This is an optimization exercise on Yosys and OpenROAD, whose aim is small area, not a production implementation.
Only simulation tests tie the RTL to the original design; equivalence was not proved.
Power is estimated from default activity; no workload was simulated.

**design/flow/flow/run.sh**
```bash
#!/bin/bash
# Own layout flow: the standard ORFS flow, with port buffers of the
# smallest buffer cell and a clock tree without dummy loads and with
# larger sink clusters. Every tool's output goes to the ORFS logs under
# orfs/logs/; make's own output goes to flow_make.log here.
set -euo pipefail
HERE=$(cd "$(dirname "$0")" && pwd)
CTS=$(cat "$HERE/cts_args.txt")
bash standard.sh \
  BUFFER_PORTS_ARGS="-buffer_cell sky130_fd_sc_hd__buf_1" \
  CTS_ARGS="$CTS" \
  finish > flow_make.log 2>&1
```
**design/flow/flow/cts_args.txt**
```
-sink_clustering_enable -repair_clock_nets -dont_use_dummy_load -buf_list sky130_fd_sc_hd__clkbuf_8 -sink_clustering_size 20 -sink_clustering_max_diameter 60
```
**design/flow/standard.sh**
```bash
#!/bin/bash
# synth_recipe.tcl (not shown) runs the flow's synth.tcl, then flattens the netlist and writes it again
# the make line also repeats each setting of config.mk as NAME=value (left out here)
make -C /OpenROAD-flow-scripts/flow DESIGN_CONFIG=/design/flow/config.mk WORK_HOME=/design/flow/orfs CLKGATE_MAP_FILE= SYNTH_SCRIPT=/design/flow/synth_recipe.tcl "${@:-finish}"
```
**design/flow/config.mk**
```make
export PLATFORM = sky130hd
export DESIGN_NAME = mipsCore
export DESIGN_NICKNAME = mipsCore
export VERILOG_FILES = /design/flow/design.v
export SDC_FILE = /design/flow/constraint.sdc
export NUM_CORES = 4
export LEC_CHECK = 0
export CAP_MARGIN = 20
export CORE_MARGIN = 2
export CORE_UTILIZATION = 60
export PLACE_DENSITY = 0.7
export SLEW_MARGIN = 20
```
**design/flow/constraint.sdc**
```tcl
create_clock -name core_clock -period 10.0 [get_ports {clk}]
set_input_delay 2.0000 -clock core_clock [delete_from_list [all_inputs] [get_ports {clk}]]
set_output_delay 2.0000 -clock core_clock [all_outputs]
set_load 0.01 [all_outputs]
```
**design/flow/design.v**
```verilog
`timescale 1ns/1ps
package mipsIsaPkg;
    typedef logic [4:0] regIdx_t;
    typedef struct packed {
        logic [5:0] opcode;
        regIdx_t    rs;
        regIdx_t    rt;
        regIdx_t    rd;
        logic [4:0] shamt;
        logic [5:0] funct;
    } instr_t;
    localparam logic [5:0] opRtype = 6'h00;
    localparam logic [5:0] opJ     = 6'h02;
    localparam logic [5:0] opBeq   = 6'h04;
    localparam logic [5:0] opBne   = 6'h05;
    localparam logic [5:0] opAddi  = 6'h08;
    localparam logic [5:0] opAndi  = 6'h0c;
    localparam logic [5:0] opOri   = 6'h0d;
    localparam logic [5:0] fnSll   = 6'h00;
    localparam logic [5:0] fnSrl   = 6'h02;
    localparam logic [5:0] fnAdd   = 6'h20;
    localparam logic [5:0] fnSub   = 6'h22;
    localparam logic [5:0] fnAnd   = 6'h24;
    localparam logic [5:0] fnOr    = 6'h25;
    localparam logic [5:0] fnXor   = 6'h26;
    localparam logic [5:0] fnSlt   = 6'h2a;
    typedef enum logic [2:0] {
        aluAdd, aluSub, aluAnd, aluOr, aluXor, aluSlt, aluSll, aluSrl
    } aluOp_t;
endpackage
`timescale 1ns/1ps
package mipsPipePkg;
    typedef struct packed {
        logic [2:0] aluOp;       
        logic   useImm;      
        logic   regWrite;
        logic   beq;
        logic   bne;
        logic   jump;
    } ctrl_t;
    typedef struct packed {
        logic                    valid;
        ctrl_t                   ctrl;
        logic [4:0]              rs;
        logic [4:0]              rt;
        logic [32-1:0] rsVal;
        logic [32-1:0] rtVal;
        logic [32-1:0] imm;       
        logic [4:0]              dest;
        logic [4:0]              shamt;
        logic [32-1:0] nextPc;    
        logic [25:0]             jumpIdx;
    } idEx_t;
    typedef struct packed {
        logic                    valid;
        logic [4:0]              dest;
        logic [32-1:0] data;
    } wbPort_t;
endpackage
`timescale 1ns/1ps
module mipsCore (
    input  logic                    clk,
    input  logic                    rst_n,
    input  logic [31:0]             instr,
    output logic [32-1:0] instrAddr,
    output logic                    wbValid,
    output logic [4:0]              wbDest,
    output logic [32-1:0] wbData
);
    logic [4:0]  cnt;       
    logic        p2;        
    logic        clr;       
    logic [10:0] pc;        
    logic        c;         
    logic [31:1] W;         
    assign instrAddr = {19'd0, pc, 2'b00};
    logic first, last;
    assign first = (cnt == 5'd0);
    assign last  = (cnt == 5'd31);
    logic [5:0] op, fn;
    logic [4:0] rs, rt, rd, sh, dest;
    assign op = instr[31:26];
    assign rs = instr[25:21];
    assign rt = instr[20:16];
    assign rd = instr[15:11];
    assign sh = instr[10:6];
    assign fn = instr[5:0];
    logic isR, fAdd, fSub, fAnd, fOr, fXor, fSlt, fSll, fSrl;
    logic iAddi, iAndi, iOri, iBeq, iBne, iJ;
    assign isR   = (op == 6'h00);
    assign fAdd  = isR && fn == 6'h20;
    assign fSub  = isR && fn == 6'h22;
    assign fAnd  = isR && fn == 6'h24;
    assign fOr   = isR && fn == 6'h25;
    assign fXor  = isR && fn == 6'h26;
    assign fSlt  = isR && fn == 6'h2a;
    assign fSll  = isR && fn == 6'h00;
    assign fSrl  = isR && fn == 6'h02;
    assign iAddi = (op == 6'h08);
    assign iAndi = (op == 6'h0c);
    assign iOri  = (op == 6'h0d);
    assign iBeq  = (op == 6'h04);
    assign iBne  = (op == 6'h05);
    assign iJ    = (op == 6'h02);
    logic useImm, isBr, doSub, doAnd, doOr, doXor, twoPass, wr;
    assign useImm  = iAddi | iAndi | iOri;
    assign isBr    = iBeq | iBne;
    assign doSub   = fSub | fSlt;
    assign doAnd   = fAnd | iAndi;
    assign doOr    = fOr  | iOri;
    assign doXor   = fXor;
    assign twoPass = fSlt | fSll | fSrl;
    assign dest    = isR ? rd : rt;
    assign wr      = (fAdd | fSub | fAnd | fOr | fXor | fSlt | fSll | fSrl | useImm) && dest != 5'd0;
    logic [31:0] heads;      
    logic        d;          
    logic        wen;        
    logic [4:0]  bAddr;
    logic        aBit, bBit;
    assign heads[0] = 1'b0;
    genvar k;
    generate
        for (k = 1; k < 32; k++) begin : g_reg
            logic [31:0] r;
            assign heads[k] = r[0];
            always_ff @(posedge clk) begin
                r <= {(clr || (wen && dest == k)) ? d : r[0], r[31:1]};
            end
        end
    endgenerate
    assign bAddr = (p2 && fSll) ? rd : rt;    
    assign aBit  = heads[rs];
    assign bBit  = heads[bAddr];
    logic immBit, opB, bx, cin, sum, cout, lt, eqn, res;
    assign immBit = cnt[4] ? (iAddi & instr[15]) : instr[cnt[3:0]];
    assign opB    = useImm ? immBit : bBit;
    assign bx     = opB ^ doSub;
    assign cin    = first ? doSub : c;
    assign sum    = aBit ^ bx ^ cin;
    assign cout   = (aBit & bx) | (aBit & cin) | (bx & cin);
    assign lt     = (aBit ^ bBit) ? aBit : sum;
    assign eqn    = (first | c) & (aBit == bBit);
    always_comb begin
        if (doAnd)      res = aBit & opB;
        else if (doOr)  res = aBit | opB;
        else if (doXor) res = aBit ^ opB;
        else            res = sum;
    end
    logic [31:0] V;
    logic [4:0]  tapSel, iCmp;
    logic        tap;
    assign V      = {bBit, W[31:1]};
    assign tapSel = fSll ? ~sh : sh - 5'd1;
    assign iCmp   = fSll ? cnt : ~cnt;
    assign tap    = (iCmp < sh) ? 1'b0 : V[tapSel];
    logic wPass, lastPass, wFromB, win;
    always_comb begin
        if (clr)                d = 1'b0;
        else if (fSlt)          d = first & c;
        else if (fSll | fSrl)   d = tap;
        else                    d = res;
    end
    assign lastPass = !twoPass || p2;
    assign wPass    = twoPass ? (fSll ? !p2 : p2) : 1'b1;
    assign wen      = wr && wPass;
    assign wFromB   = fSll | (fSrl & !p2);
    assign win      = wFromB ? bBit : d;
    always_ff @(posedge clk) begin
        W <= {win, W[31:2]};
        c <= isBr ? eqn : (last ? lt : cout);
    end
    assign wbValid = last && !clr && lastPass && wr;
    assign wbDest  = dest;
    assign wbData  = {win, W[31:1]};
    logic        taken;
    logic [16:0] tgt;
    logic [10:0] npc;
    assign taken = (iBeq & eqn) | (iBne & !eqn);
    assign tgt   = ({7'd0, pc[9:0], 1'b1} + {taken ? {{2{instr[15]}}, instr[14:0]} : 17'd0, 1'b1}) >> 1;
    assign npc   = iJ ? {pc[10] | (|instr[25:10]), instr[9:0]}
                      : {pc[10] | (|tgt[16:10]), tgt[9:0]};
    always_ff @(posedge clk or negedge rst_n) begin
        if (!rst_n) begin
            cnt <= 5'd0;
            p2  <= 1'b0;
            clr <= 1'b1;
            pc  <= 11'd0;
        end else begin
            cnt <= cnt + 5'd1;
            if (last) begin
                clr <= 1'b0;
                if (!clr) begin
                    if (lastPass) begin
                        p2 <= 1'b0;
                        pc <= npc;
                    end else begin
                        p2 <= 1'b1;
                    end
                end
            end
        end
    end
endmodule
```
==> results.py, run 1 <==
metrics = {
    "placement": {
        "io_buffers": 82,
        "place_area_um2": 25500,
        "gp_congestion": 0.878,
        "place_hpwl_um": 24500,
    },
    "logic_synthesis": {
        "synthCells": 1561,
        "syn-cell-area_um2": 24700,
        "ys_seq_area_frac": 0.848,
        "yosysWarnings": 1,
        "ys.flop_type": "dfxtp_1",
        "synth_common_cells": "dfxtp_1, nand2_1, mux2i_1, nor2_1, o21ai_0",
        "ys_types": 64,
        "async_reset_ff_frac": 0.0173,
        "yosys-top-cells-area": "dfxtp_1, mux4_2, mux2i_1",
        "synth_edf_count": 0,
        "synth_top_area_frac": 0.830,
        "synth_area_leader_cell": "dfxtp_1",
        "postSynthAreaPerCell_um2": 15.8,
        "synth_most_common_cell": "dfxtp_1",
        "ys_seq_elements": 1042,
    },
    "status": {
        "outcome": "no timing/DRC/antenna violations",
    },
    "floorplan": {
        "io_pins": 104,
        "initial_core_util": 0.606,
        "rows": 74,
        "die_w_um": 207,
        "die_h_um": 207,
        "core_area_um2": 40700,
        "design.die.area_um2": 42800,
    },
    "clock_network": {
        "post_cts_resized": 0,
        "ctsHoldBuffers": 0,
        "cts_buffers": 66,
        "cts_tree": "built",
        "worst_skew_pair.late_latency_ns": 0.65,
        "clock_sinks": 1042,
        "htree_num_levels": 3,
        "cts-root-buf": "clkbuf_8",
        "clkTransAtPathRegs_ns": 0.11,
        "clk_path_buf_depth": 3,
        "cts_setup_buffers": 0,
    },
    "route": {
        "totalWireLength_um": 37000,
        "ant_nets": 0,
        "viasPerCell": 4.78,
        "vias": 10600,
        "drtIter0Drc": 680,
        "drt-wirelength-per-cell_um": 16.6,
        "drtPass1Iterations": 5,
        "drc_errors": 0,
    },
    "timing": {
        "rsz0062_at_grt": "false",
        "slew_viol_final": 0,
        "fin_crit_ns": 9.43,
        "hold_violations": 0,
        "period_share": 0.943,
        "relSlewSlack": 0.275,
        "setup_viol": 0,
        "worst_slew_pin_slew_ns": 1.08,
        "fin_skew_ns": 0.118,
        "finalSetupTns_ns": 0,
        "max_freq_mhz": 106,
    },
    "global_routing": {
        "grt_overflow": 0,
        "grt_pass1_vias": 10500,
        "grt_use_total": 0.177,
        "grt_max_degree": 36,
        "grt_pass1_wl_um": 56800,
        "antenna_found_initial": 2,
    },
    "cells_and_area": {
        "fin_area_um2": 26400,
        "fillCellCount": 2887,
        "area_growth_pct": 6.92,
        "layout.nets": 1744,
        "drive_gt1_frac": 0.0688,
    },
    "worst_setup_path": {
        "arrival_ns": 7.43,
        "path_class": "primary input to primary output",
        "endpoint_kind": "primary output",
        "required_ns": 8.00,
        "critPathLaunchType": "primary input",
        "worst-path-max-fanout": 15,
    },
    "run": {
        "cap_violations": 0,
    },
    "power_and_ir_drop": {
        "power_density_nw_per_um2": 230,
        "ir_drop_mv": 0.190,
        "power.leakage_nw": 10.5,
    },
    "min_path": {
        "hold_path.class": "flop to flop",
    },
}
path summary, 6_finish.rpt:
| path | from | to | slack (ns) | cells past startpoint |
|---|---|---|---|---|
| worst max-delay path | instr[28] | wbData[31] | 0.57 | 21 |
| worst min-delay path | g_reg[11].r[21] | g_reg[11].r[20] | 0.29 | 0 |
| worst max register to register | p2 | pc[10] | 4.20 | 23 |
| worst min register to register | g_reg[11].r[21] | g_reg[11].r[20] | 0.29 | 0 |
| max in group asynchronous | rst_n | pc[0] | 8.31 | 2 |
| min in group asynchronous | rst_n | cnt[4] | 1.34 | 2 |
cells in the final DEF (no fill, tap or decap), drive strengths merged, types with 9 or more instances in the layout:
cell / n
dfxtp: 1024
buf: 89
clkbuf: 66
nand2: 64
mux2i: 47
o21ai: 43
nor2: 39
a21oi: 27
inv: 24
mux4: 23
nand3b: 23
conb: 21
nor3: 21
ha: 21
nand2b: 18
dfrtp: 17
xnor2: 16
nand3: 13
nor2b: 9
sequential cells by signal, summed over array words and instances (netlist names):
register and flops:
pc 11, g.r 992, clr 1, W 31, p2 1, c 1
cnt 5
metrics by stage:
step	std cells	util	hold slack [ns]	setup WS, ns	power (mW)
4_1_cts	2217	0.648	0.291	0.254	6.15
6_report	2223	0.648	0.287	0.573	6.08
2_1_floorplan	1581	-	0.310	1.17	4.42
3_3_place_gp	2151	0.626	0.310	0.567	4.48
5_1_grt	2219	0.648	0.284	0.130	6.32
3_5_place_dp	2151	0.626	0.312	0.273	4.49
area by class of cell:
| type | count | area (um2) | area share |
|---|---|---|---|
| sequential | 1042 | 21000 | 0.793 |
| multi-input combinational | 464 | 3430 | 0.130 |
| clock buffer | 66 | 908 | 0.0344 |
| tap | 532 | 666 | 0.0252 |
| timing repair buffer | 89 | 360 | 0.0136 |
| inverter | 24 | 90.1 | 0.00341 |
| antenna | 6 | 15.0 | 0.000568 |
power breakdown:
group / internal, mW / switching [mW]
registers: 4.19 / 0.0296
logic: 0.0644 / 0.109
clock network: 0.598 / 1.09
total: 4.85 / 1.23
cells by family (layout without fill, tap and decap cells):
family | count (synthesis) | after routing | share of synthesized area
XOR/XNOR | 17 | 17 | 0.00679
AO/OA/AOI/OAI | 111 | 111 | 0.0276
other | 1 | 27 | 0.000152
AND/OR/NAND/NOR | 214 | 214 | 0.0443
adder cells (fa/ha/maj) | 24 | 24 | 0.0127
flip-flops | 1042 | 1042 | 0.848
multiplexers | 77 | 77 | 0.0439
buffers and inverters | 75 | 179 | 0.0166
layer usage:
layer / global-route usage / share of wire
met1: 0.248 / 0.49
met2: 0.268 / 0.43
met3: 0.0388 / 0.048
met4: 0.0727 / 0.030
met5: 0 / 0
critical path: stages:
cell and delay [ns]:
buf_1 0.13, or4_4 0.55, nor3_2 0.23, and3_1 0.24, ha_2 0.39, mux2i_2 0.45
mux4_2 0.54, o21ai_0 0.19, o211ai_1 0.19, nor2_1 0.30, a21oi_1 0.17, xnor2_1 0.18
fa_1 0.54, mux2i_1 0.09, mux2i_1 0.15, nand2_1 0.07, a311oi_1 0.25, a31oi_1 0.08
o31a_2 0.16, a21oi_1 0.31, buf_1 0.20
==> run 2, diff against run 1 <==
==> design/flow/flow/run.sh (replaced) <==
#!/bin/bash
# Own layout flow: the standard ORFS flow (standard.sh) with
#  - synthesis through flow/synth_area.tcl: the standard flow's synthesis script, except
#    that ABC maps the logic with flow/area.abc (area-oriented mapping);
#    flip-flops are mapped before ABC runs, so they are unchanged
#  - port buffers of the smallest buffer cell
#  - a clock tree without dummy loads, sink clusters from cts_args.txt
# Every tool's output goes to the ORFS logs under orfs/logs/; make's own
# output goes to flow_make.log in the folder this runs in.
set -euo pipefail
HERE=$(cd "$(dirname "$0")" && pwd)
CTS=$(cat "$HERE/cts_args.txt")
export FLOW_ABC_SCRIPT="$HERE/area.abc"
bash standard.sh \
  SYNTH_SCRIPT="$HERE/synth_area.tcl" \
  BUFFER_PORTS_ARGS="-buffer_cell sky130_fd_sc_hd__buf_1" \
  CTS_ARGS="$CTS" \
  finish > flow_make.log 2>&1
==> design/flow/flow/area.abc (new file) <==
strash; dch -f; map -a; topo; strash; dch -f; map -a; topo
==> design/flow/flow/synth_area.tcl (new file) <==
proc synth {args} { yosys synth -nofsm -noshare {*}$args }
# map the logic for area: replace the ABC script of ORFS's abc call
proc abc {args} {
  set i [lsearch -exact $args -script]
  if { $i >= 0 } { set args [lreplace $args $i [expr {$i + 1}]] }
  yosys abc -script $::env(FLOW_ABC_SCRIPT) {*}$args
}
source $::env(SCRIPTS_DIR)/synth.tcl
# left out here: clear keep_hierarchy, flatten, clean up, hide names made inside functions, write 1_2_yosys.v
==> run 2 against run 1 <==
Non-clock buffer count increased by 4; final cell count increased by 5.3%; routed wire length grew 3.8%; critical endpoint unchanged; largest power group unchanged.
==> results.py, run 2 <==
metrics = {
    "status": {
        "outcome": "no timing/DRC/antenna violations",
    },
    "logic_synthesis": {
        "ys.flop_type": "dfxtp_1",
        "synth_edf_count": 0,
        "yosysWarnings": 1,
        "synth.area.mux_share": 0,
        "synth_fa_ha_area_frac": 0.0125,
        "synth_top_area_frac": 0.848,
        "async_reset_ff_frac": 0.0173,
        "syn-cell-area_um2": 24200,
        "ys_seq_elements": 1042,
        "postSynthAreaPerCell_um2": 14.5,
        "synth_xor_area_frac": 0.00362,
        "synth_top_family_by_area": "compound AO/OA/AOI/OAI gates",
        "synth_most_common_cell": "dfxtp_1",
        "ys_seq_area_frac": 0.866,
        "synth_area_leader_cell": "dfxtp_1",
        "synth-compound-area-share": 0.0557,
        "synthCells": 1664,
        "synth-simple-area-share": 0.0419,
        "yosys-top-cells-area": "dfxtp_1, a21oi_1, dfrtp_1",
        "ys_types": 35,
        "synth_common_cells": "dfxtp_1, nor2_1, nand2_1, a21oi_1, clkinv_1",
    },
    "worst_setup_path": {
        "required_ns": 8.00,
        "arrival_ns": 7.45,
        "cp_common_cell": "nor2_1",
        "r2r_end": "pc[10]",
        "cp_slowest_stage_delay_ns": 0.54,
        "critPathLaunchType": "primary input",
        "path_class": "primary input to primary output",
        "r2r_cells": 35,
        "critical_path.slowest_cell": "fa_1",
        "rr_startpoint": "p2",
        "path_delay_family": "compound AO/OA/AOI/OAI gates",
        "endpoint_kind": "primary output",
        "reg2reg_slack_ns": 3.57,
        "worst-path-buf-inv": 7,
        "crit_cells": 30,
        "worst-path-max-fanout": 10,
    },
    "timing": {
        "rsz0062_at_grt": "false",
        "worst_slew_pin_slew_ns": 0.824,
        "fin_skew_ns": 0.146,
        "fin_crit_ns": 9.45,
        "setup_viol": 0,
        "hold_slack_ns": 0.260,
        "max_freq_mhz": 106,
        "period_share": 0.945,
        "fin_ws_ns": 0.554,
        "relSlewSlack": 0.449,
        "hold_violations": 0,
        "finalSetupTns_ns": 0,
        "slew_viol_final": 0,
    },
    "global_routing": {
        "grt_use_total": 0.188,
        "grt_max_degree": 32,
        "grt_pass1_vias": 10800,
        "antenna_found_initial": 3,
        "grt_pass1_wl_um": 59900,
        "grt_overflow": 0,
    },
    "route": {
        "ant_nets": 0,
        "vias": 11100,
        "drtPass1Iterations": 7,
        "drtIter0Drc": 602,
        "totalWireLength_um": 38400,
        "drc_errors": 0,
        "viasPerCell": 4.73,
        "drt-wirelength-per-cell_um": 16.4,
    },
    "cells_and_area": {
        "fillCellCount": 2859,
        "drive_gt1_frac": 0.0446,
        "layout.nets": 1874,
        "area_growth_pct": 7.45,
        "diodes": 0,
        "regMostFlops": "g.r",
        "largest_reg_flops": 992,
        "reg_top3": "g.r x992, W x31, pc x11",
        "fin_area_um2": 26000,
        "final_cell_mix": "dfxtp_1, nor2_1, nand2_1",
        "final_cells": 2340,
        "fin_util": 0.654,
        "layout_commonest_cell": "dfxtp_1",
    },
    "clock_network": {
        "clk_path_buf_depth": 3,
        "cts_setup_buffers": 0,
        "cts-root-buf": "clkbuf_8",
        "cts_buffers": 60,
        "worst_skew_pair.late_latency_ns": 0.69,
        "htree_num_levels": 2,
        "clkTransAtPathRegs_ns": 0.11,
        "cts_tree": "built",
        "clock_sinks": 1042,
    },
    "min_path": {
        "worstHoldStart": "g_reg[25].r[3]",
        "min_path_cells": 0,
        "holdPathEnd": "g_reg[25].r[2]",
        "hold_path.class": "flop to flop",
    },
    "power_and_ir_drop": {
        "ir_drop_mv": 0.181,
        "total_power_mw": 6.11,
        "power.leakage_nw": 10.2,
        "power_density_nw_per_um2": 235,
    },
    "floorplan": {
        "die_w_um": 205,
        "die_h_um": 205,
        "io_pins": 104,
        "initial_core_util": 0.609,
        "core_area_um2": 39700,
        "design.die.area_um2": 41900,
        "rows": 73,
    },
    "placement": {
        "gp_congestion": 0.872,
        "dp.cells": 2280,
        "place_ws_ns": -0.00499,
        "io_buffers": 82,
        "place_area_um2": 25100,
        "place_hpwl_um": 25400,
    },
    "run": {
        "cap_violations": 0,
    },
}
run 2: worst max-delay path by stage:
stage | endpoint | from | slack, ns
after global placement | wbData[31] | instr[31] | 0.08
final | wbData[31] | instr[31] | 0.55
after floorplan | wbData[31] | instr[31] | 0.08
after global routing | wbData[31] | instr[31] | 0.04
after detailed placement | wbData[31] | instr[31] | -0.005
after CTS | wbData[31] | instr[31] | 0.13
run 2: final cells by class:
cell class	instances	area [um2]	area share
multi-input combinational	537	2830	0.109
sequential	1042	21000	0.806
tap	525	657	0.0253
clock buffer	60	826	0.0318
timing repair buffer	93	390	0.0150
inverter	83	329	0.0127
run 2: logic make-up (layout without fill, tap and decap cells):
family,Yosys count,after routing
compound gates,232,232
xor+xnor,10,10
fa+ha+maj,23,23
buf+inv,105,236
flops,1042,1042
other cells,1,21
simple gates,251,251
run 2: metal layers:
metal | share of wire | track usage | vias up
li1 | - | - | 5590
met1 | 0.49 | 0.273 | 5158
met2 | 0.43 | 0.285 | 250
met3 | 0.051 | 0.0348 | 59
met4 | 0.022 | 0.0629 | 6
met5 | 0.00089 | 0 | -
run 2: power breakdown:
| group | internal, mW | switching, mW |
|---|---|---|
| clock | 0.539 | 1.08 |
| sequential | 4.22 | 0.0488 |
| combinational | 0.0685 | 0.155 |
| total | 4.83 | 1.28 |
run 2: what timing repair did:
item / CTS / global route
hold buffers: 0 / 0
resized for setup: 1 / 4
hold endpoints to repair: 0 / 0
setup endpoints to repair: 1 / 1
==> run 3, diff against run 2 <==
--- a/design/flow/design.v
+++ b/design/flow/design.v
@@ -104,3 +104,3 @@
     assign iJ    = (op == 6'h02);
-    logic useImm, isBr, doSub, doAnd, doOr, doXor, twoPass, wr;
+    logic useImm, isBr, doSub, doAnd, doOr, doXor, twoPass, wr, pcMode, taken;
     assign useImm  = iAddi | iAndi | iOri;
@@ -111,3 +111,4 @@
     assign doXor   = fXor;
-    assign twoPass = fSlt | fSll | fSrl;
+    assign twoPass = fSlt | fSll | fSrl | (isBr & taken);
+    assign pcMode  = iJ | (isBr & p2);
     assign dest    = isR ? rd : rt;
@@ -133,9 +134,11 @@
     assign bBit  = heads[bAddr];
-    logic immBit, opB, bx, cin, sum, cout, lt, eqn, res;
-    assign immBit = cnt[4] ? (iAddi & instr[15]) : instr[cnt[3:0]];
-    assign opB    = useImm ? immBit : bBit;
+    logic immBit, pcBit, opA, opB, bx, cin, sum, cout, lt, eqn, res;
+    assign immBit = cnt[4] ? ((iAddi | isBr) & instr[15]) : instr[cnt[3:0]];
+    assign pcBit  = (cnt < 5'd10) && pc[cnt[3:0]];
+    assign opA    = pcMode ? (pcBit & !iJ) : aBit;
+    assign opB    = (useImm | pcMode) ? immBit : bBit;
     assign bx     = opB ^ doSub;
-    assign cin    = first ? doSub : c;
-    assign sum    = aBit ^ bx ^ cin;
-    assign cout   = (aBit & bx) | (aBit & cin) | (bx & cin);
+    assign cin    = first ? (pcMode ? !iJ : doSub) : c;
+    assign sum    = opA ^ bx ^ cin;
+    assign cout   = (opA & bx) | (opA & cin) | (bx & cin);
     assign lt     = (aBit ^ bBit) ? aBit : sum;
@@ -169,3 +172,3 @@
         W <= {win, W[31:2]};
-        c <= isBr ? eqn : (last ? lt : cout);
+        c <= (isBr & !p2) ? eqn : (last ? lt : cout);
     end
@@ -174,9 +177,12 @@
     assign wbData  = {win, W[31:1]};
-    logic        taken;
-    logic [16:0] tgt;
-    logic [10:0] npc;
     assign taken = (iBeq & eqn) | (iBne & !eqn);
-    assign tgt   = ({7'd0, pc[9:0], 1'b1} + {taken ? {{2{instr[15]}}, instr[14:0]} : 17'd0, 1'b1}) >> 1;
-    assign npc   = iJ ? {pc[10] | (|instr[25:10]), instr[9:0]}
-                      : {pc[10] | (|tgt[16:10]), tgt[9:0]};
+    logic        pcUpd, tgtOut;
+    logic [10:0] pcNext;
+    assign pcUpd  = last && !clr && lastPass;
+    assign tgtOut = iJ ? (|instr[25:10]) : (|{win, W[31:11]});
+    always_comb begin
+        pcNext = {1'b0, pc[9:0]} + {10'd0, pcUpd && !pcMode};
+        pcNext[10] = pcNext[10] | pc[10];
+        if (pcUpd && pcMode) pcNext = {pc[10] | tgtOut, W[10:1]};
+    end
     always_ff @(posedge clk or negedge rst_n) begin
@@ -189,2 +195,3 @@
             cnt <= cnt + 5'd1;
+            pc  <= pcNext;
             if (last) begin
@@ -194,3 +201,2 @@
                         p2 <= 1'b0;
-                        pc <= npc;
                     end else begin
==> design/flow/flow/area.abc (replaced) <==
strash; dch -f; amap; topo; strash; dch -f; amap; topo
==> run 3 against run 2 <==
Still clean; count of clock-buffer cells in the layout rose by 1; combinational power rose by 12%; first-iteration DRC count fell by 23%; design area fell by 0.69%; critical path type unchanged.
==> results.py, run 3 <==
metrics = {
    "placement": {
        "gp_congestion": 0.913,
        "io_buffers": 82,
        "place_ws_ns": -0.0859,
        "place_hpwl_um": 24400,
    },
    "min_path": {
        "holdPathEnd": "g_reg[12].r[29]",
        "min_path_cells": 0,
        "worstHoldStart": "g_reg[12].r[30]",
        "hold_path.class": "flop to flop",
    },
    "worst_setup_path": {
        "reg2reg_slack_ns": 4.89,
        "path_class": "primary input to primary output",
        "r2r_end": "pc[10]",
        "cp_slowest_stage_delay_ns": 0.47,
        "r2r_cells": 21,
        "critPathLaunchType": "primary input",
        "critical_path.slowest_cell": "fa_1",
        "cp_common_cell": "clkinv_1",
        "required_ns": 8.00,
        "rr_startpoint": "g_reg[21].r[0]",
        "arrival_ns": 7.47,
        "worst-path-max-fanout": 16,
        "endpoint_kind": "primary output",
    },
    "cells_and_area": {
        "area_growth_pct": 7.78,
        "reg_top3": "g.r x992, W x31, pc x11",
        "drive_gt1_frac": 0.0490,
        "final_cell_mix": "dfxtp_1, clkinv_1, buf_1",
        "regMostFlops": "g.r",
        "layout_commonest_cell": "dfxtp_1",
        "largest_reg_flops": 992,
        "layout.nets": 1765,
    },
    "power_and_ir_drop": {
        "power_density_nw_per_um2": 239,
        "power.leakage_nw": 9.97,
        "total_power_mw": 6.17,
        "ir_drop_mv": 0.209,
    },
    "global_routing": {
        "grt_overflow": 0,
        "grt_pass1_wl_um": 57600,
        "grt_max_degree": 32,
        "grt_use_total": 0.181,
        "grt_pass1_vias": 10700,
        "antenna_found_initial": 1,
    },
    "route": {
        "drt-wirelength-per-cell_um": 16.6,
        "vias": 10800,
        "drtIter0Drc": 461,
        "viasPerCell": 4.81,
        "totalWireLength_um": 37200,
        "drc_errors": 0,
        "drtPass1Iterations": 7,
        "ant_nets": 0,
    },
    "floorplan": {
        "io_pins": 104,
        "rows": 73,
        "design.die.area_um2": 41500,
        "die_h_um": 204,
        "initial_core_util": 0.605,
        "die_w_um": 204,
        "core_area_um2": 39500,
    },
    "logic_synthesis": {
        "syn-cell-area_um2": 23900,
        "yosysWarnings": 1,
        "postSynthAreaPerCell_um2": 15.3,
        "async_reset_ff_frac": 0.0173,
        "yosys-top-cells-area": "dfxtp_1, dfrtp_1, o22ai_1",
        "synthCells": 1563,
        "ys_seq_elements": 1042,
        "synth_area_leader_cell": "dfxtp_1",
        "ys.flop_type": "dfxtp_1",
        "synth_common_cells": "dfxtp_1, clkinv_1, o22ai_1, nor2_1",
        "synth_most_common_cell": "dfxtp_1",
        "ys_seq_area_frac": 0.875,
        "synth_top_area_frac": 0.856,
        "ys_types": 41,
        "synth_edf_count": 0,
    },
    "clock_network": {
        "worst_skew_pair.late_latency_ns": 0.67,
        "clkTransAtPathRegs_ns": 0.11,
        "clk_path_buf_depth": 3,
        "cts-root-buf": "clkbuf_8",
        "clock_sinks": 1042,
        "cts_buffers": 61,
        "ctsHoldBuffers": 0,
        "htree_num_levels": 2,
        "cts_tree": "built",
    },
    "timing": {
        "period_share": 0.947,
        "fin_crit_ns": 9.47,
        "slew_viol_final": 0,
        "hold_violations": 0,
        "fin_ws_ns": 0.528,
        "fin_skew_ns": 0.0799,
        "setup_viol": 0,
        "max_freq_mhz": 106,
        "relSlewSlack": 0.295,
        "worst_slew_pin_slew_ns": 1.04,
        "rsz0062_at_grt": "false",
    },
    "status": {
        "outcome": "no timing/DRC/antenna violations",
    },
    "run": {
        "cap_violations": 0,
    },
}
[run 3: report_power, final]
group          total (mW)  internal (mW)  switching [mW]
Sequential           4.29           4.22          0.0660
Clock                1.63          0.548            1.08
Combinational       0.251         0.0875           0.164
Total                6.17           4.86            1.31
[run 3: timing repair]
action / 4_1_cts / 5_1_grt
setup buffers: 0 / 0
gates resized for setup: 2 / 4
endpoints found under the setup margin: 1 / 1
[run 3: worst max-delay path by stage]
stage,start,to,depth (start not counted)
detailed placement,instr[31],wbData[31],26
global route,instr[31],wbData[31],27
floorplan,instr[31],wbData[31],26
CTS,instr[31],wbData[31],27
finish,instr[31],wbData[31],27
global placement,instr[31],wbData[31],26
[run 3: kinds of logic after synthesis]
kind of cell    after synthesis  share of synthesized area
fa+ha+maj                    14                    0.00763
other cells                   1                   0.000157
flops                      1042                      0.875
compound gates              204                     0.0590
buf+inv                     130                     0.0238
simple gates                172                     0.0342
[run 3: routing by layer]
layer / share of wire / track usage
met1: 0.49 / 0.258
met2: 0.44 / 0.278
met3: 0.036 / 0.0337
met4: 0.026 / 0.0662
met5: 0.00035 / 0
[run 3: worst max-delay path: cells and delay by family]
kind,cells,cell delay (ns)
buffers and inverters,7,0.93
adders and majority gates,2,0.76
AOI/OAI and AO/OA,13,2.51
and+or+nand+nor,5,1.27
[run 3: layout make-up]
type	instances	area, um2
Fill cell	2710	13700
Tap cell	525	657
Inverter	108	408
Antenna cell	1	2.50
Sequential cell	1042	21000
Multi-Input combinational cell	411	2550
Clock buffer	61	840
Timing Repair Buffer	93	392
[run 3: stage by stage]
stage	utilization	instances	area [um2]	setup TNS, ns	hold WS [ns]
3_3_place_gp	0.631	2179	24900	0	0.310
4_1_cts	0.652	2240	25800	0	0.282
5_1_grt	0.652	2240	25800	0	0.275
3_5_place_dp	0.631	2179	24900	-0.0859	0.312
2_1_floorplan	-	1583	24100	0	0.310
6_report	0.652	2241	25800	0	0.278
==> run 4, diff against run 3 <==
--- a/design/flow/flow/run.sh
+++ b/design/flow/flow/run.sh
@@ -17,2 +17,3 @@
   CTS_ARGS="$CTS" \
+  SKIP_REPAIR_TIE_FANOUT=1 \
   finish > flow_make.log 2>&1
--- a/design/flow/config.mk
+++ b/design/flow/config.mk
@@ -7,3 +7,3 @@
 export LEC_CHECK = 0
-export CAP_MARGIN = 20
+export CAP_MARGIN = 5
 export CORE_MARGIN = 2
@@ -11,2 +11,2 @@
 export PLACE_DENSITY = 0.7
-export SLEW_MARGIN = 20
+export SLEW_MARGIN = 5
==> run 4 against run 3 <==
Register-to-register slack about the same; via count up 0.79%; non-clock buffer count unchanged; synthesized area unchanged; combinational power about the same; global-route usage up 0.36 points; fmax about the same; core utilization down 0.15 points; setup slack worse by 0.0082 ns; critical endpoint unchanged; largest power group unchanged.
==> results.py, run 4 <==
metrics = {
    "logic_synthesis": {
        "synthCells": 1563,
        "ys_types": 41,
        "ys_seq_area_frac": 0.875,
        "ys_seq_elements": 1042,
        "synth_top_area_frac": 0.856,
        "synth_common_cells": "dfxtp_1, clkinv_1, o22ai_1, nor2_1",
        "synth_area_leader_cell": "dfxtp_1",
        "postSynthAreaPerCell_um2": 15.3,
        "synth_most_common_cell": "dfxtp_1",
        "yosysWarnings": 1,
        "ys.flop_type": "dfxtp_1",
        "async_reset_ff_frac": 0.0173,
        "yosys-top-cells-area": "dfxtp_1, dfrtp_1, o22ai_1",
        "syn-cell-area_um2": 23900,
        "synth_edf_count": 0,
    },
    "route": {
        "viasPerCell": 4.89,
        "drt-wirelength-per-cell_um": 16.7,
        "totalWireLength_um": 37200,
        "ant_nets": 0,
        "drc_errors": 0,
        "vias": 10900,
        "drtIter0Drc": 638,
        "drtPass1Iterations": 5,
    },
    "floorplan": {
        "io_pins": 104,
        "core_area_um2": 39500,
        "design.die.area_um2": 41500,
        "die_h_um": 204,
        "initial_core_util": 0.605,
        "die_w_um": 204,
        "rows": 73,
    },
    "clock_network": {
        "clkTransAtPathRegs_ns": 0.11,
        "clock_sinks": 1042,
        "cts_tree": "built",
        "ctsHoldBuffers": 0,
        "cts-root-buf": "clkbuf_8",
        "worst_skew_pair.late_latency_ns": 0.68,
        "clk_path_buf_depth": 3,
        "htree_num_levels": 2,
        "cts_buffers": 61,
    },
    "worst_setup_path": {
        "worst-path-buf-inv": 7,
        "required_ns": 8.00,
        "endpoint_kind": "primary output",
        "cp_common_cell": "clkinv_1",
        "worst-path-max-fanout": 16,
        "path_delay_family": "compound AO/OA/AOI/OAI gates",
        "path_class": "primary input to primary output",
        "cp_slowest_stage_delay_ns": 0.46,
        "rr_startpoint": "p2",
        "critical_path.slowest_cell": "fa_1",
        "critPathLaunchType": "primary input",
        "arrival_ns": 7.48,
        "startpoint": "instr[31]",
    },
    "cells_and_area": {
        "largest_reg_flops": 992,
        "final_cell_mix": "dfxtp_1, clkinv_1, buf_1",
        "multiInputGateArea_um2": 2490,
        "layout.nets": 1745,
        "reg_top3": "g.r x992, W x31, pc x11",
        "area_growth_pct": 7.53,
        "regMostFlops": "g.r",
        "fin_util": 0.651,
        "fillCellCount": 2870,
        "ff_latch_area_um2": 21000,
        "drive_gt1_frac": 0.0501,
        "layout_commonest_cell": "dfxtp_1",
    },
    "timing": {
        "slew_viol_final": 0,
        "max_freq_mhz": 105,
        "fin_crit_ns": 9.48,
        "fin_skew_ns": 0.0826,
        "hold_violations": 0,
        "relSlewSlack": 0.243,
        "worst_slew_pin_slew_ns": 1.12,
        "rsz0062_at_grt": "false",
        "setup_viol": 0,
        "period_share": 0.948,
        "finalSetupTns_ns": 0,
    },
    "status": {
        "outcome": "no timing/DRC/antenna violations",
    },
    "power_and_ir_drop": {
        "power.leakage_nw": 9.90,
        "ir_drop_mv": 0.177,
        "power_density_nw_per_um2": 240,
    },
    "min_path": {
        "hold_path.class": "flop to flop",
        "worstHoldStart": "g_reg[17].r[31]",
    },
    "placement": {
        "gp_congestion": 0.935,
        "io_buffers": 82,
        "place_hpwl_um": 24800,
    },
    "global_routing": {
        "grt_pass1_wl_um": 58700,
        "grt_use_total": 0.184,
        "antenna_found_initial": 2,
        "grt_max_degree": 32,
        "grt_overflow": 0,
        "grt_pass1_vias": 10900,
    },
    "run": {
        "cap_violations": 0,
    },
}
[run 4: cell count changes in the layout (fill, tap and decap cells not counted)]
cell	delta
o22ai_2	+1
o21ai_1	+1
o22ai_1	-1
clkbuf_2	-1
nor4_2	+1
inv_2	-1
o21ai_0	-1
buf_1	+1
conb_1	-20
nor4_1	-1
clkinvlp_4	+1
[run 4: worst paths after layout]
path / end / slack (ns) / cells after the start
setup / recovery: wbData[31] / 0.52 / 27
hold / removal: g_reg[17].r[30] / 0.27 / 0
setup reg to reg: pc[10] / 4.88 / 25
hold reg to reg: g_reg[17].r[30] / 0.27 / 0
max in group asynchronous: clr / 8.37 / 2
min in group asynchronous: pc[2] / 1.30 / 2
[run 4: through the flow]
stage	hold slack, ns	worst slack [ns]	cell area [um2]	total power, mW	cells
2_1_floorplan	0.310	0.0384	24000	4.51	1563
3_3_place_gp	0.311	0.0472	24900	4.63	2159
3_5_place_dp	0.312	-0.0583	24900	4.63	2159
4_1_cts	0.273	0.0908	25700	6.24	2220
5_1_grt	0.283	0.0179	25700	6.41	2221
6_report	0.270	0.520	25700	6.17	2221
[run 4: logic make-up after synthesis]
kind of cell             share of synthesized area
flip-flops                                   0.875
AND/OR/NAND/NOR                             0.0342
adder cells (fa/ha/maj)                    0.00763
buffers and inverters                       0.0238
AO/OA/AOI/OAI                               0.0590
other                                     0.000157
[run 4: worst register-to-register path, stage by stage (launching register included)]
cell and delay, ns:
dfrtp_1 0.43, ha_2 0.35, clkinvlp_4 0.23, o22ai_4 0.16, clkinv_2 0.23, a22oi_1 0.25, o22ai_1 0.10, o221a_1 0.26
a31oi_1 0.15, o22ai_1 0.15, buf_4 0.19, o221a_1 0.28, nor2_1 0.10, a211oi_1 0.05, nor2_1 0.14, o21ai_0 0.18
nor2_1 0.29, ha_1 0.23, ha_1 0.18, clkinv_1 0.09, nor3_1 0.25, and3_1 0.22, nand2_1 0.07, nor2_1 0.12
nand2_1 0.08, o31ai_1 0.24
[run 4: report_power, final]
group / switching, mW / total [mW] / internal, mW
registers: 0.0688 / 4.29 / 4.22
logic: 0.166 / 0.253 / 0.0873
clock network: 1.07 / 1.62 / 0.548
total: 1.31 / 6.17 / 4.86
[run 4: timing repair]
| item | CTS | global route |
|---|---|---|
| gates resized for setup | 2 | 7 |
| setup endpoints to repair | 1 | 1 |
| setup buffers | 0 | 0 |
| pin swaps | 0 | 0 |
[run 4: area by class of cell]
cell class	instances	area share
flip-flops and latches	1042	0.814
multi-input cells	391	0.0967
inverters	108	0.0160
well taps	525	0.0255
repair buffers	93	0.0152
clock buffers	61	0.0326
diodes	1	0.0000972
[run 4: per-layer routing]
layer  GRT usage  part of all wire  vias up
li1            -                 -     5400
met1       0.262              0.49     5163
met2       0.277              0.43      206
met3      0.0305             0.035       83
met4      0.0902             0.036        2
met5           0           0.00035        -
==> run 5, diff against run 4 <==
--- a/design/flow/config.mk
+++ b/design/flow/config.mk
@@ -10,2 +10,3 @@
 export CORE_UTILIZATION = 60
+export GPL_TIMING_DRIVEN = 0
 export PLACE_DENSITY = 0.7
==> run 5 against run 4 <==
Still clean on timing, DRC and antenna; critical path depth grew 1; synthesized cell count is the same; global-route usage shrank 0.13 points; synthesized area is the same; count of clock-buffer cells in the layout shrank 1; sequential power is essentially flat; flip-flop and latch count is the same; total power grew 0.25%.
==> results.py, run 5 <==
metrics = {
    "global_routing": {
        "grt_use_total": 0.183,
        "grt_pass1_wl_um": 58500,
        "grt_max_degree": 30,
        "grt_overflow": 0,
        "grt_pass1_vias": 10700,
        "antenna_found_initial": 1,
    },
    "worst_setup_path": {
        "r2r_cells": 21,
        "rr_startpoint": "g_reg[19].r[0]",
        "path_class": "primary input to primary output",
        "r2r_end": "pc[10]",
        "worst-path-max-fanout": 11,
        "reg2reg_slack_ns": 4.67,
        "endpoint_kind": "primary output",
        "arrival_ns": 7.62,
        "required_ns": 8.00,
        "critPathLaunchType": "primary input",
    },
    "timing": {
        "finalSetupTns_ns": 0,
        "setup_viol": 0,
        "slew_viol_final": 0,
        "relSlewSlack": 0.168,
        "max_freq_mhz": 104,
        "fin_skew_ns": 0.0687,
        "period_share": 0.962,
        "fin_crit_ns": 9.62,
        "worst_slew_pin_slew_ns": 1.23,
        "hold_violations": 0,
        "fin_ws_ns": 0.382,
    },
    "route": {
        "met1_length_um": 17700,
        "drt-wirelength-per-cell_um": 16.5,
        "ant_nets": 0,
        "wl_met3_um": 1470,
        "drtPass1Iterations": 5,
        "drc_errors": 0,
        "vias": 11000,
        "wl_met2_um": 16400,
        "totalWireLength_um": 37000,
        "viasPerCell": 4.91,
        "drtIter0Drc": 632,
        "top_layer": "met4",
    },
    "floorplan": {
        "die_w_um": 204,
        "rows": 73,
        "design.die.area_um2": 41500,
        "core_area_um2": 39500,
        "die_h_um": 204,
        "io_pins": 104,
        "initial_core_util": 0.605,
    },
    "placement": {
        "place_area_um2": 24900,
        "dp.cells": 2170,
        "place_ws_ns": -2.08,
        "io_buffers": 82,
        "place_hpwl_um": 23700,
        "gp_congestion": 0.918,
    },
    "cells_and_area": {
        "final_cell_mix": "dfxtp_1, clkinv_1, buf_1",
        "fin_area_um2": 26000,
        "reg_top3": "g.r x992, W x31, pc x11",
        "largest_reg_flops": 992,
        "layout_commonest_cell": "dfxtp_1",
        "area_growth_pct": 8.42,
        "regMostFlops": "g.r",
        "layout.nets": 1764,
        "final_cells": 2241,
        "drive_gt1_frac": 0.0636,
    },
    "logic_synthesis": {
        "synth_area_leader_cell": "dfxtp_1",
        "ys_types": 41,
        "synth_common_cells": "dfxtp_1, clkinv_1, o22ai_1, nor2_1",
        "ys_seq_area_frac": 0.875,
        "synth.area.mux_share": 0,
        "syn-cell-area_um2": 23900,
        "postSynthAreaPerCell_um2": 15.3,
        "yosysWarnings": 1,
        "synth_xor_area_frac": 0,
        "ys.flop_type": "dfxtp_1",
        "synth-simple-area-share": 0.0342,
        "ys_seq_elements": 1042,
        "synth_edf_count": 0,
        "synth_top_area_frac": 0.856,
        "yosys-top-cells-area": "dfxtp_1, dfrtp_1, o22ai_1",
        "synthCells": 1563,
        "synth_top_family_by_area": "compound AO/OA/AOI/OAI gates",
        "async_reset_ff_frac": 0.0173,
        "synth_fa_ha_area_frac": 0.00763,
        "synth_most_common_cell": "dfxtp_1",
        "synth-compound-area-share": 0.0590,
    },
    "clock_network": {
        "htree_num_levels": 2,
        "cts_buffers": 60,
        "clk_path_buf_depth": 3,
        "cts_tree": "built",
        "cts-root-buf": "clkbuf_8",
        "clock_sinks": 1042,
        "worst_skew_pair.late_latency_ns": 0.67,
        "clkTransAtPathRegs_ns": 0.10,
        "ctsHoldBuffers": 0,
    },
    "min_path": {
        "worstHoldStart": "g_reg[16].r[30]",
        "min_path_cells": 0,
        "holdPathEnd": "g_reg[16].r[29]",
        "hold_path.class": "flop to flop",
    },
    "status": {
        "outcome": "no timing/DRC/antenna violations",
    },
    "power_and_ir_drop": {
        "power_density_nw_per_um2": 238,
        "power.leakage_nw": 10.0,
        "total_power_mw": 6.18,
        "ir_drop_mv": 0.170,
    },
    "run": {
        "cap_violations": 0,
    },
}
[run 5: area by class of cell]
cell class,instances,area (um2)
multi-input combinational,392,2550
timing repair buffer,90,384
tap,525,657
inverter,108,417
antenna,2,5.00
fill,2777,13600
buffer,22,165
sequential,1042,21000
clock buffer,60,826
[run 5: worst max-delay path: stages]
cell	delay [ns]
buf_1	0.06
or2_0	0.28
or3_1	0.43
nor2_4	0.17
clkinv_2	0.14
nor4_2	0.20
nand2_1	0.16
inv_4	0.17
ha_4	0.22
clkinv_2	0.14
o22ai_4	0.21
clkinv_4	0.14
a22oi_1	0.21
o22ai_1	0.12
o221a_1	0.27
a31oi_1	0.19
o22ai_2	0.19
a21oi_2	0.26
clkinv_1	0.14
o21ai_1	0.20
fa_1	0.47
o21ai_0	0.18
a21oi_1	0.12
o31ai_4	0.28
o221ai_4	0.15
a21oi_4	0.24
buf_4	0.13
buf_1	0.14
[run 5: what timing repair did]
item,CTS,global route
buffers inserted,5,3
pin swaps,5,3
setup endpoints to repair,2,1
resized for setup,18,4
cloned,1,0
[run 5: how the worst max path moves through the flow]
stage               slack [ns]    endpoint      start  cells after the start
floorplan                 0.04  wbData[31]  instr[31]                     26
global placement         -2.22  wbData[31]  instr[31]                     28
detailed placement       -2.08  wbData[31]  instr[31]                     28
CTS                       0.08  wbData[31]  instr[31]                     28
global route             -0.02  wbData[31]  instr[31]                     29
finish                    0.38  wbData[31]  instr[31]                     28
[run 5: power breakdown]
| group | leakage, nW | internal [mW] | switching, mW |
|---|---|---|---|
| Combinational | 1.08 | 0.101 | 0.172 |
| Sequential | 8.51 | 4.22 | 0.0614 |
| Clock | 0.431 | 0.540 | 1.09 |
| Total | 10.0 | 4.86 | 1.32 |
[run 5: layer usage]
layer,vias up,track usage
met5,-,0
met4,0,0.0850
met3,86,0.0299
met2,241,0.279
met1,5245,0.259
li1,5441,-
[run 5: stage by stage]
stage               utilization  hold slack, ns
global route              0.656           0.272
global placement          0.631           0.310
finish                    0.656           0.270
CTS                       0.655           0.266
detailed placement        0.631           0.312
floorplan                     -           0.310
[run 5: logic make-up (layout without fill, tap and decap cells)]
| family | count (synthesis) | in the layout |
|---|---|---|
| AND/OR/NAND/NOR | 172 | 172 |
| buffers and inverters | 130 | 280 |
| adder cells (fa/ha/maj) | 14 | 14 |
| flip-flops | 1042 | 1042 |
| other | 1 | 3 |
| AO/OA/AOI/OAI | 204 | 205 |
==> run 6, diff against run 5 <==
==> design/flow/flow/area.abc (replaced) <==
strash; dc2; dch -f; amap; topo; strash; dch -f; amap; topo
--- a/design/flow/config.mk
+++ b/design/flow/config.mk
@@ -9,5 +9,4 @@
 export CORE_MARGIN = 2
-export CORE_UTILIZATION = 60
-export GPL_TIMING_DRIVEN = 0
-export PLACE_DENSITY = 0.7
+export CORE_UTILIZATION = 50
+export PLACE_DENSITY = 0.6
 export SLEW_MARGIN = 5
==> run 6 against run 5 <==
Sequential power about the same; clock skew is 0.010 ns higher; combinational power decreased by 6%; design area is 0.40% lower; synthesized cell count is 3.3% lower; sequential share of layout area increased by 0.32 points; global-route usage shrank 3.2 points.
==> results.py, run 6 <==
metrics = {
    "cells_and_area": {
        "drive_gt1_frac": 0.0633,
        "final_cells": 2269,
        "largest_reg_flops": 992,
        "reg_top3": "g.r x992, W x31, pc x11",
        "area_growth_pct": 8.75,
        "layout_commonest_cell": "dfxtp_1",
        "layout.nets": 1709,
        "final_cell_mix": "dfxtp_1, buf_1, clkbuf_8",
        "fin_util": 0.553,
        "regMostFlops": "g.r",
        "fillCellCount": 3859,
    },
    "placement": {
        "gp_congestion": 0.919,
        "place_hpwl_um": 23600,
        "dp.cells": 2195,
        "io_buffers": 82,
    },
    "timing": {
        "worst_slew_pin_slew_ns": 1.12,
        "slew_viol_final": 0,
        "finalSetupTns_ns": 0,
        "rsz0062_at_grt": "false",
        "relSlewSlack": 0.253,
        "setup_viol": 0,
        "hold_violations": 0,
        "fin_crit_ns": 9.51,
        "fin_skew_ns": 0.0789,
        "max_freq_mhz": 105,
        "period_share": 0.951,
    },
    "power_and_ir_drop": {
        "ir_drop_mv": 0.173,
        "switchingPower_mw": 1.36,
        "swShare": 0.217,
        "p_seq_frac": 0.688,
        "p_clk_frac": 0.271,
        "total_power_mw": 6.27,
        "power_density_nw_per_um2": 242,
        "power.leakage_nw": 9.86,
        "combPwrFrac": 0.041,
        "power.internal_mw": 4.91,
    },
    "floorplan": {
        "die_h_um": 222,
        "core_area_um2": 46800,
        "die_w_um": 222,
        "io_pins": 104,
        "design.die.area_um2": 49300,
        "rows": 79,
        "initial_core_util": 0.508,
    },
    "worst_setup_path": {
        "critPathLaunchType": "primary input",
        "cp_slowest_stage_delay_ns": 0.45,
        "worst-path-max-fanout": 16,
        "rr_startpoint": "p2",
        "endpoint_kind": "primary output",
        "r2r_cells": 26,
        "required_ns": 8.00,
        "reg2reg_slack_ns": 4.67,
        "path_class": "primary input to primary output",
        "critical_path.slowest_cell": "fa_1",
        "r2r_end": "pc[8]",
        "arrival_ns": 7.51,
    },
    "logic_synthesis": {
        "synth_top_area_frac": 0.862,
        "synth_most_common_cell": "dfxtp_1",
        "yosys-top-cells-area": "dfxtp_1, dfrtp_1, o22ai_1",
        "postSynthAreaPerCell_um2": 15.7,
        "ys_seq_elements": 1042,
        "yosysWarnings": 1,
        "synth_common_cells": "dfxtp_1, clkinv_1, o22ai_1, nor2_1, o21ai_0",
        "synth_area_leader_cell": "dfxtp_1",
        "async_reset_ff_frac": 0.0173,
        "synth_edf_count": 0,
        "syn-cell-area_um2": 23800,
        "ys_seq_area_frac": 0.881,
        "ys_types": 41,
        "synthCells": 1512,
        "ys.flop_type": "dfxtp_1",
    },
    "clock_network": {
        "worst_skew_pair.late_latency_ns": 0.65,
        "cts-root-buf": "clkbuf_8",
        "clk_path_buf_depth": 3,
        "clock_sinks": 1042,
        "cts_tree": "built",
        "htree_num_levels": 3,
        "clkTransAtPathRegs_ns": 0.11,
        "cts_buffers": 66,
    },
    "route": {
        "vias": 10800,
        "drt-wirelength-per-cell_um": 16.2,
        "drc_errors": 0,
        "drtPass1Iterations": 5,
        "totalWireLength_um": 36800,
        "ant_nets": 0,
        "drtIter0Drc": 525,
        "viasPerCell": 4.75,
    },
    "global_routing": {
        "grt_overflow": 0,
        "grt_pass1_vias": 10500,
        "grt_use_total": 0.151,
        "grt_pass1_wl_um": 57700,
        "antenna_found_initial": 3,
        "grt_max_degree": 34,
    },
    "min_path": {
        "worstHoldStart": "g_reg[4].r[31]",
        "holdPathEnd": "g_reg[4].r[30]",
        "hold_path.class": "flop to flop",
        "min_path_cells": 0,
    },
    "status": {
        "outcome": "no timing/DRC/antenna violations",
    },
    "run": {
        "cap_violations": 0,
    },
}
## run 6: cell count changes in the layout (fill, tap and decap cells not counted), moves of 6 or more
cell and delta:
clkbuf_8 +6, clkinv_1 -38, buf_4 -7, o221ai_1 +16
o21ai_0 +8, nor2_1 -24, a22oi_1 -11, o31ai_1 +8
## run 6: worst max-delay path, delay by kind of cell
family                     cells  cell delay [ns]
AOI/OAI and AO/OA             13             2.25
adders and majority gates      2             0.67
buffers and inverters          6             0.90
and+or+nand+nor               10             1.64
## run 6: worst max-delay path by stage
stage                   start          to  slack, ns  cells after the start
global route        instr[31]  wbData[31]       0.02                     31
floorplan           instr[31]  wbData[31]       0.02                     31
CTS                 instr[31]  wbData[31]       0.09                     31
global placement    instr[31]  wbData[31]        0.1                     32
detailed placement  instr[31]  wbData[31]      -0.02                     31
finish              instr[31]  wbData[31]       0.49                     31
## run 6: final cells by class
cell class,count,area (um2),share of cell area
Tap cell,607,759,0.0294
Clock buffer,66,908,0.0351
Antenna cell,3,7.51,0.000290
Sequential cell,1042,21000,0.810
Timing Repair Buffer,103,465,0.0180
Inverter,71,278,0.0107
Multi-Input combinational cell,377,2480,0.0961
## run 6: layer usage
metal | vias to the layer above | GRT usage | share of wire
li1 | 5342 | - | -
met1 | 5148 | 0.219 | 0.51
met2 | 182 | 0.212 | 0.40
met3 | 96 | 0.0380 | 0.040
met4 | 2 | 0.0697 | 0.042
met5 | - | 0 | 0.00022
## run 6: logic make-up after synthesis
family / count (synthesis) / synth area share
AO/OA/AOI/OAI: 222 / 0.0643
adder cells (fa/ha/maj): 14 / 0.00768
buffers and inverters: 93 / 0.0182
flip-flops: 1042 / 0.881
other: 1 / 0.000158
AND/OR/NAND/NOR: 140 / 0.0285
## run 6: stage by stage
step | hold WS (ns) | worst slack [ns] | instance area (um2)
floorplan | 0.310 | 0.0160 | 23800
global placement | 0.309 | 0.0975 | 24900
detailed placement | 0.312 | -0.0194 | 24900
CTS | 0.255 | 0.0917 | 25800
global route | 0.244 | 0.0176 | 25800
finish | 0.260 | 0.486 | 25900
## run 6: power by group through the flow
stage	Sequential (mW)	Combinational [mW]	Clock, mW
2_1_floorplan	4.40	0.113	0
3_5_place_dp	4.41	0.249	0
5_1_grt	4.32	0.276	1.92
4_1_cts	4.31	0.250	1.79
3_3_place_gp	4.40	0.250	0
6_report	4.31	0.258	1.70
## run 6: what timing repair did
item / in CTS / in global routing
buffers inserted: 1 / 4
pin swaps: 1 / 3
gates resized for setup: 1 / 8
hold buffers: 0 / 0
setup endpoints to repair: 1 / 1
==> run 7, diff against run 6 <==
--- a/design/flow/config.mk
+++ b/design/flow/config.mk
@@ -9,4 +9,4 @@
 export CORE_MARGIN = 2
-export CORE_UTILIZATION = 50
-export PLACE_DENSITY = 0.6
+export CORE_UTILIZATION = 65
+export PLACE_DENSITY = 0.75
 export SLEW_MARGIN = 5
==> run 7 against run 6 <==
Still clean; count of clock-buffer cells in the layout down 6; combinational power fell by 2%; synthesized area unchanged; routed wire length up 4.2%; synthesized cell count unchanged; fmax rose by 0.68%; final cell count down 6.7%.
==> results.py, run 7 <==
metrics = {
    "status": {
        "outcome": "no timing/DRC/antenna violations",
    },
    "logic_synthesis": {
        "synth_top_area_frac": 0.862,
        "synthCells": 1512,
        "synth_area_leader_cell": "dfxtp_1",
        "synth_most_common_cell": "dfxtp_1",
        "ys_seq_elements": 1042,
        "synth_edf_count": 0,
        "async_reset_ff_frac": 0.0173,
        "ys_types": 41,
        "synth_common_cells": "dfxtp_1, clkinv_1, o22ai_1, nor2_1, o21ai_0",
        "ys.flop_type": "dfxtp_1",
        "yosysWarnings": 1,
        "yosys-top-cells-area": "dfxtp_1, dfrtp_1, o22ai_1",
        "postSynthAreaPerCell_um2": 15.7,
        "ys_seq_area_frac": 0.881,
        "syn-cell-area_um2": 23800,
    },
    "cells_and_area": {
        "largest_reg_flops": 992,
        "regMostFlops": "g.r",
        "area_growth_pct": 7.56,
        "layout_commonest_cell": "dfxtp_1",
        "reg_top3": "g.r x992, W x31, pc x11",
        "final_cell_mix": "dfxtp_1, buf_1, clkinv_1",
        "drive_gt1_frac": 0.0570,
        "diodes": 0,
        "layout.nets": 1699,
        "final_cells": 2117,
    },
    "floorplan": {
        "io_pins": 104,
        "core_area_um2": 36300,
        "rows": 70,
        "die_h_um": 195,
        "die_w_um": 195,
        "design.die.area_um2": 38100,
        "initial_core_util": 0.654,
    },
    "timing": {
        "hold_violations": 0,
        "max_freq_mhz": 106,
        "fin_skew_ns": 0.0577,
        "rsz0062_at_grt": "false",
        "relSlewSlack": 0.280,
        "period_share": 0.945,
        "worst_slew_pin_slew_ns": 1.08,
        "slew_viol_final": 0,
        "finalSetupTns_ns": 0,
        "fin_crit_ns": 9.45,
        "setup_viol": 0,
    },
    "route": {
        "viasPerCell": 5.10,
        "drt-wirelength-per-cell_um": 18.1,
        "vias": 10800,
        "totalWireLength_um": 38400,
        "drtIter0Drc": 589,
        "ant_nets": 0,
        "drc_errors": 0,
        "drtPass1Iterations": 5,
    },
    "clock_network": {
        "ctsHoldBuffers": 0,
        "clkTransAtPathRegs_ns": 0.11,
        "htree_num_levels": 2,
        "clock_sinks": 1042,
        "cts-root-buf": "clkbuf_8",
        "cts_buffers": 60,
        "cts_tree": "built",
        "worst_skew_pair.late_latency_ns": 0.67,
        "clk_path_buf_depth": 3,
    },
    "worst_setup_path": {
        "worst-path-max-fanout": 9,
        "critPathLaunchType": "primary input",
        "required_ns": 8.00,
        "arrival_ns": 7.45,
        "endpoint_kind": "primary output",
        "cp_slowest_stage_delay_ns": 0.45,
        "path_class": "primary input to primary output",
        "cp_common_cell": "a21oi_1",
        "rr_startpoint": "p2",
        "startpoint": "instr[31]",
        "critical_path.slowest_cell": "fa_1",
    },
    "run": {
        "cap_violations": 0,
    },
    "min_path": {
        "worstHoldStart": "g_reg[1].r[13]",
        "hold_path.class": "flop to flop",
    },
    "global_routing": {
        "antenna_found_initial": 0,
        "grt_pass1_vias": 10700,
        "grt_overflow": 0,
        "grt_use_total": 0.206,
        "grt_max_degree": 34,
        "grt_pass1_wl_um": 59900,
    },
    "placement": {
        "place_hpwl_um": 25200,
        "io_buffers": 82,
        "gp_congestion": 0.957,
        "dp.cells": 2056,
    },
    "power_and_ir_drop": {
        "ir_drop_mv": 0.185,
        "power_density_nw_per_um2": 242,
        "power.leakage_nw": 9.80,
    },
}
[run 7: cell counts after synthesis]
No cell type changed its count.
[run 7: layout make-up]
class / instances / area, um2
fillers: 2287 / 10800
flip-flops and latches: 1042 / 21000
repair buffers: 99 / 435
inverters: 71 / 278
well taps: 468 / 586
clock buffers: 60 / 826
multi-input cells: 377 / 2500
[run 7: layer usage]
metal	share of wire	GRT usage
met1	0.48	0.292
met2	0.45	0.315
met4	0.032	0.0859
met3	0.043	0.0397
met5	0	0
[run 7: cells by family after synthesis]
group | share of synthesized area
buffers and inverters | 0.0182
and+or+nand+nor | 0.0285
AOI/OAI and AO/OA | 0.0643
DFF | 0.881
adders and majority gates | 0.00768
other | 0.000158
[run 7: where the power goes]
| part | switching (mW) | internal (mW) |
|---|---|---|
| sequential | 0.0887 | 4.22 |
| clock | 1.09 | 0.539 |
| combinational | 0.167 | 0.0841 |
[run 7: worst paths after layout]
path	to	slack [ns]	cells after the start
setup reg to reg	pc[8]	4.70	26
hold reg to reg	g_reg[1].r[12]	0.27	0
setup / recovery	wbData[31]	0.55	32
hold / removal	g_reg[1].r[12]	0.27	0
max in group asynchronous	pc[8]	7.83	1
min in group asynchronous	pc[6]	1.49	1
[run 7: repair_timing]
action	CTS	global route
endpoints found under the hold margin	0	0
pin swaps	0	1
endpoints found under the setup margin	1	1
resized for setup	1	8
setup buffers	0	1
[run 7: critical path, delay by kind of cell]
family	cells	cell delay, ns
AO/OA/AOI/OAI	13	2.07
AND/OR/NAND/NOR	9	1.53
adder cells (fa/ha/maj)	2	0.68
buffers and inverters	8	1.16
[run 7: per-stage QoR]
step | hold WS, ns | instance area (um2) | util | power, mW | setup slack [ns]
global placement | 0.310 | 24700 | 0.679 | 4.65 | -0.00338
floorplan | 0.310 | 23800 | - | 4.51 | 0.0160
CTS | 0.258 | 25500 | 0.702 | 6.24 | 0.0693
finish | 0.273 | 25600 | 0.704 | 6.19 | 0.550
detailed placement | 0.312 | 24700 | 0.679 | 4.65 | -0.0836
global route | 0.262 | 25600 | 0.704 | 6.40 | 0.0196
==> run 8, diff against run 7 <==
--- a/design/flow/config.mk
+++ b/design/flow/config.mk
@@ -9,4 +9,4 @@
 export CORE_MARGIN = 2
-export CORE_UTILIZATION = 65
-export PLACE_DENSITY = 0.75
+export CORE_UTILIZATION = 60
+export PLACE_DENSITY = 0.7
 export SLEW_MARGIN = 5
==> run 8 against run 7 <==
Clock skew is 0.041 ns higher; hold slack better by 0.031 ns; sequential share of layout area is 0.16 points lower; critical path depth is 1 higher; flip-flop and latch count stayed put; combinational power is 2% lower; total power is 0.27% lower; still clean; routed wire length is 3.5% lower; core utilization is 4.5 points lower; synthesized cell count stayed put; first-iteration DRC count is 13% higher; design area is 0.20% higher.
==> results.py, run 8 <==
metrics = {
    "route": {
        "viasPerCell": 4.92,
        "vias": 10700,
        "totalWireLength_um": 37000,
        "drt-wirelength-per-cell_um": 17.1,
        "drtPass1Iterations": 5,
        "drc_errors": 0,
        "ant_nets": 0,
        "drtIter0Drc": 663,
    },
    "worst_setup_path": {
        "worst-path-buf-inv": 8,
        "path_delay_family": "compound AO/OA/AOI/OAI gates",
        "reg2reg_slack_ns": 4.70,
        "r2r_cells": 26,
        "worst-path-max-fanout": 15,
        "path_class": "primary input to primary output",
        "arrival_ns": 7.39,
        "endpoint": "wbData[31]",
        "endpoint_kind": "primary output",
        "crit_cells": 33,
        "r2r_end": "pc[8]",
        "critical_path.slowest_cell": "fa_1",
        "required_ns": 8.00,
        "cp_slowest_stage_delay_ns": 0.46,
        "startpoint": "instr[31]",
        "critPathLaunchType": "primary input",
        "rr_startpoint": "p2",
    },
    "global_routing": {
        "grt_use_total": 0.182,
        "grt_overflow": 0,
        "grt_max_degree": 34,
        "grt_pass1_wl_um": 57400,
        "grt_pass1_vias": 10500,
        "antenna_found_initial": 2,
    },
    "floorplan": {
        "die_h_um": 203,
        "rows": 72,
        "io_pins": 104,
        "core_area_um2": 38900,
        "initial_core_util": 0.611,
        "die_w_um": 203,
        "design.die.area_um2": 41200,
    },
    "timing": {
        "fin_skew_ns": 0.0989,
        "period_share": 0.939,
        "fin_crit_ns": 9.39,
        "hold_slack_ns": 0.304,
        "slew_viol_final": 0,
        "rsz0062_at_grt": "false",
        "max_freq_mhz": 106,
        "setup_viol": 0,
        "finalSetupTns_ns": 0,
        "hold_violations": 0,
        "relSlewSlack": 0.277,
        "worst_slew_pin_slew_ns": 1.08,
    },
    "cells_and_area": {
        "layout_commonest_cell": "dfxtp_1",
        "regMostFlops": "g.r",
        "final_cell_mix": "dfxtp_1, buf_1, clkinv_1",
        "reg_top3": "g.r x992, W x31, pc x11",
        "drive_gt1_frac": 0.0559,
        "largest_reg_flops": 992,
        "final_cells": 2168,
        "area_growth_pct": 7.78,
        "layout.nets": 1697,
    },
    "clock_network": {
        "cts_buffers": 59,
        "clkTransAtPathRegs_ns": 0.11,
        "htree_num_levels": 2,
        "clk_path_buf_depth": 3,
        "cts-root-buf": "clkbuf_8",
        "worst_skew_pair.late_latency_ns": 0.69,
        "ctsHoldBuffers": 0,
        "cts_tree": "built",
        "clock_sinks": 1042,
    },
    "logic_synthesis": {
        "synth_area_leader_cell": "dfxtp_1",
        "yosysWarnings": 1,
        "async_reset_ff_frac": 0.0173,
        "synth_common_cells": "dfxtp_1, clkinv_1, o22ai_1, nor2_1, o21ai_0",
        "postSynthAreaPerCell_um2": 15.7,
        "synth_most_common_cell": "dfxtp_1",
        "ys_seq_area_frac": 0.881,
        "ys.flop_type": "dfxtp_1",
        "yosys-top-cells-area": "dfxtp_1, dfrtp_1, o22ai_1",
        "syn-cell-area_um2": 23800,
        "ys_seq_elements": 1042,
        "synth_top_area_frac": 0.862,
        "synth_edf_count": 0,
        "ys_types": 41,
        "synthCells": 1512,
    },
    "status": {
        "outcome": "no timing/DRC/antenna violations",
    },
    "power_and_ir_drop": {
        "power.leakage_nw": 9.79,
        "swShare": 0.216,
        "combPwrFrac": 0.040,
        "switchingPower_mw": 1.34,
        "power_density_nw_per_um2": 241,
        "p_seq_frac": 0.698,
        "ir_drop_mv": 0.200,
        "p_clk_frac": 0.261,
        "power.internal_mw": 4.84,
    },
    "min_path": {
        "hold_path.class": "flop to flop",
    },
    "placement": {
        "place_hpwl_um": 24000,
        "io_buffers": 82,
        "gp_congestion": 0.903,
        "dp.cells": 2103,
    },
    "run": {
        "cap_violations": 0,
    },
}
==> run 8: cell counts after synthesis <==
No cell type changed its count.
==> run 8: worst min-delay path by stage <==
stage	from	end	slack, ns	depth (start not counted)
2_1_floorplan	g_reg[10].r[1]	g_reg[10].r[0]	0.31	0
3_3_place_gp	g_reg[28].r[22]	g_reg[28].r[21]	0.31	0
3_5_place_dp	g_reg[10].r[10]	g_reg[10].r[9]	0.31	0
4_1_cts	g_reg[1].r[15]	g_reg[1].r[14]	0.30	0
5_1_grt	g_reg[1].r[15]	g_reg[1].r[14]	0.31	0
6_report	g_reg[1].r[15]	g_reg[1].r[14]	0.30	0
==> run 8: cell type report <==
cell class                 instances  area [um2]
antenna                            3        7.51
fill                            2774       13300
sequential                      1042       21000
inverter                          71         280
tap                              518         648
clock buffer                      59         812
multi-input combinational        377        2500
timing repair buffer              98         428
==> run 8: timing repair <==
item	in CTS	in global routing
resized for setup	0	9
hold endpoints to repair	0	0
buffers inserted	0	3
setup endpoints to repair	0	1
==> run 8: per-layer routing <==
layer,vias up,global-route usage,share of wire
li1,5304,-,-
met1,5088,0.266,0.50
met2,202,0.264,0.42
met3,78,0.0472,0.051
met4,0,0.0633,0.028
met5,-,0,0
==> run 8: kinds of logic after synthesis <==
kind of cell    synth area share
buf+inv                   0.0182
simple gates              0.0285
compound gates            0.0643
flops                      0.881
fa+ha+maj                0.00768
other cells             0.000158
==> run 8: power groups by stage <==
stage / clock (mW) / combinational [mW] / sequential (mW)
after floorplan: 0 / 0.113 / 4.40
after global placement: 0 / 0.243 / 4.40
after detailed placement: 0 / 0.243 / 4.41
after CTS: 1.68 / 0.243 / 4.31
after global routing: 1.82 / 0.268 / 4.32
final: 1.61 / 0.247 / 4.31
==> run 8: through the flow <==
stage | cell area, um2 | worst slack, ns | utilization | power [mW]
CTS | 25500 | 0.0184 | 0.656 | 6.23
finish | 25600 | 0.608 | 0.658 | 6.17
floorplan | 23800 | 0.0160 | - | 4.51
global route | 25600 | 0.0149 | 0.658 | 6.41
global placement | 24700 | 0.150 | 0.635 | 4.64
detailed placement | 24700 | 0.0473 | 0.635 | 4.65

Setup slack of run 8, layout unchanged: 0.608 ns with ideal ports, 0.588 ns with driving cells assumed (clock clkbuf_16, inputs buf_2), 0.588 ns with port delays also shifted by the 0.692 ns mid clock arrival.
